What follows belongs to an exercise in optimizing a design on an open flow for small area, a short achievable clock period and few clock cycles; a production flow would make more cautious choices. The RTL was checked by simulation tests, not by an equivalence proof against the original design. Power is estimated from default activity; no workload was simulated.

// step_spike_detector
module step_spike_detector (
    input  logic        i_clk,
    input  logic        i_rst_n,
    input  logic        i_in_valid,
    output logic        o_in_ready,
    input  logic        i_in_operation,
    input  logic [12:0] i_in_accel_x,
    input  logic [12:0] i_in_accel_y,
    input  logic [12:0] i_in_accel_z,
    output logic        o_out_valid,
    input  logic        i_out_ready,
    output logic        o_out_step_detected,
    output logic [12:0] o_out_current_magnitude,
    output logic [12:0] o_out_baseline_magnitude,
    input  logic        i_cfg_we,
    input  logic [0:0]  i_cfg_idx,
    input  logic [12:0] i_cfg_data
);
Size: about 950 flip-flops, about 88 I/O pins, roughly 49000 um^2 of cells after synthesis.
Settings: LEC_CHECK=0, CAP_MARGIN=20, CORE_MARGIN=2, CORE_UTILIZATION=40, SLEW_MARGIN=20; clock period 10.0 ns.
standard.sh (not shown) runs the stock make flow with config.mk's settings and CLKGATE_MAP_FILE= SYNTH_SCRIPT=/design/flow/synth_recipe.tcl, a recipe that flattens the netlist after the stock synthesis.
==> flow/flow/run.sh <==
#!/bin/bash
set -euo pipefail
bash standard.sh SETUP_SLACK_MARGIN=6.95 finish > standard_flow.log 2>&1
Testbench counts at the start, summed over its fixed seeds: cycles 8,452.
Edit:
==> flow/flow/run.sh (replaced) <==
#!/bin/bash
set -euo pipefail
bash standard.sh SETUP_SLACK_MARGIN=6.7 finish > standard_flow.log 2>&1
- CTS_BUF_LIST: not set -> sky130_fd_sc_hd__clkbuf_8
- CTS_CLUSTER_SIZE: not set -> 25
Effect: Fmax fell by a few percent. Wire length fell slightly. Setup slack got worse by 0.083 ns. Global-route usage hardly moves. Final cell count rose slightly. Combinational power fell by a little under a tenth. Sequential cell count is unchanged. Register-to-register slack improved by 0.03 ns. Final area fell by a few percent. Core utilization fell by 1.1 points. Die area stays the same.

---

== job 1867 ==
Starting RTL as in the previous note.
==> flow/config.mk <==
export PLATFORM = sky130hd
export DESIGN_NAME = step_spike_detector
export DESIGN_NICKNAME = step_spike_detector
export VERILOG_FILES = /design/flow/design.v
export SDC_FILE = /design/flow/constraint.sdc
export NUM_CORES = 4
export LEC_CHECK = 0
export CAP_MARGIN = 20
export CORE_MARGIN = 2
export CORE_UTILIZATION = 40
export CTS_BUF_LIST = sky130_fd_sc_hd__clkbuf_8 sky130_fd_sc_hd__clkbuf_16
export CTS_CLUSTER_DIAMETER = 80
export CTS_CLUSTER_SIZE = 20
export SLEW_MARGIN = 20
==> flow/constraint.sdc <==
create_clock -name core_clock -period 10.0 [get_ports {i_clk}]
set_input_delay 2.0000 -clock core_clock [delete_from_list [all_inputs] [get_ports {i_clk}]]
set_output_delay 2.0000 -clock core_clock [all_outputs]
set_load 0.01 [all_outputs]
==> flow/flow/run.sh <==
#!/bin/bash
set -euo pipefail
bash standard.sh SETUP_SLACK_MARGIN=6.7 finish > standard_flow.log 2>&1
Job 1867 did not stop at any stage, and its layout met the timing, design-rule and antenna checks.
Testbench counts of job 1867, summed over its fixed seeds: cycles 8,452.
Relative to job 1867, the following input files were edited for job 1519:
Settings: CTS_CLUSTER_DIAMETER changed from 80 to 100; CTS_CLUSTER_SIZE changed from 20 to 25.
==> flow/flow/run.sh <==
#!/bin/bash
set -euo pipefail
bash standard.sh SETUP_SLACK_MARGIN=6.85 finish > standard_flow.log 2>&1
## What came out
All of job 1867 and job 1519 finish clean.
Job 1519 ended with more time the worst path needs with I/O delays and setup than job 1867.
In the reports for job 1867 and job 1519, the larger fmax belongs to job 1867.
Min first-pass GRT wire length across job 1867 and job 1519: job 1867
Job 1867 → job 1519: sequential share of cell area decreased by 0.57 points relative to the old numbers, logic depth of the worst setup path including buffers increased by 2 relative to the old numbers, vias after detailed routing picked up an extra 0.72%, part of the power in combinational logic climbed 2.8 points, routed wire length saw an increase.
Compared job 1519 against job 1867; required time of the critical path within noise.
The lower slew at the pin closest to its max-slew limit came out of job 1519.
Higher first-iteration DRC count among job 1867 and job 1519: job 1519
Changes in job 8472 relative to job 1519:
Settings: a deleted CTS_CLUSTER_SIZE that had been 25; a deleted CTS_BUF_LIST that had been sky130_fd_sc_hd__clkbuf_8 sky130_fd_sc_hd__clkbuf_16; a deleted CTS_CLUSTER_DIAMETER that had been 100.
==> flow/flow/run.sh <==
#!/bin/bash
set -euo pipefail
bash standard.sh SETUP_SLACK_MARGIN=6.7 finish > standard_flow.log 2>&1
Notes after the runs:
From job 1519 to job 8472 the numbers moved as follows: power share of the clock group went up, total placed instance area has remained practically unchanged, growth of design area from synthesis to finish now larger, delay of the slowest cell on the worst path picked up an extra 0.05 ns, sequential power share shrank by 2.5 points. When the final numbers for job 1519 and job 8472 were put side by side, the via count of the routed design turned out to be greater in job 8472. Job 8472: smallest setup slack after layout 0.027 ns above job 1519. Relative to job 1519, reg2reg setup slack has gone up in job 8472.
Inputs modified between job 8472 and job 4811:
Settings: setting CTS_CLUSTER_SIZE to 25 for the first time; setting CTS_CLUSTER_DIAMETER to 100 for the first time; setting CTS_BUF_LIST to sky130_fd_sc_hd__clkbuf_8 sky130_fd_sc_hd__clkbuf_16 for the first time.
### Flow results
Job 4811 finished every stage and its layout cleared the timing, design-rule and antenna checks.
Of job 8472 and job 4811, the run reporting the higher final cell count was job 8472.
Relative to job 8472, buffer and inverter count on the worst path increased by 1 in job 4811.
r_m[0][3] as the source of the critical timing path was reported by job 8472, and r_m[0][9] by job 4811.
Sort job 8472 and job 4811 by number of buffers other than clock buffers in the final layout, descending, and job 8472 comes first.
Per the comparison of job 4811 with job 8472, cell area after synthesis about even, wire length of the first global-routing pass -about 1.5%, routed via count saw a decrease.
Going from job 8472 to job 4811, final wirelength shrank by 1.1 mm, cell count along the critical path increased by 1 relative to the old numbers.

-- separate check: timing with driven ports --
Ports are ideal in the flow. The routed layouts listed here were re-timed in OpenROAD. Step 1: set_driving_cell puts a clkbuf_16 on i_clk and a buf_2 on each other input, an assumption about the parent block. Step 2 moves the port delays by t, midway between the first and last clock arrival at a register: inputs arrive t later, outputs are due t later. That takes back most of the time a late clock gives input paths. Three values: ideal, step 1, step 2; two values: the first two.
run | t (ns) | setup WS [ns] | latest minus earliest clock arrival (ns)
the first run of note 1 | 0.762 | 6.582 / 6.582 / 6.260 | 0.062 / 0.063
the second run of note 1 | 0.928 | 6.499 / 6.432 / 5.987 | 0.048 / 0.048
job 1867 | 0.753 | 6.604 / 6.604 / 6.154 | 0.036 / 0.036
job 1519 | 0.720 | 6.575 / 6.575 / 6.267 | 0.042 / 0.042
job 8472 | 0.755 | 6.602 / 6.602 / 6.149 | 0.071 / 0.072
job 4811 | 0.728 | 6.611 / 6.611 / 6.140 | 0.045 / 0.045
After both steps every run listed still meets setup and hold. The setup slack of the second run of note 1, which loses most, moves by -0.067 ns with the drivers and by -0.512 ns with both steps.
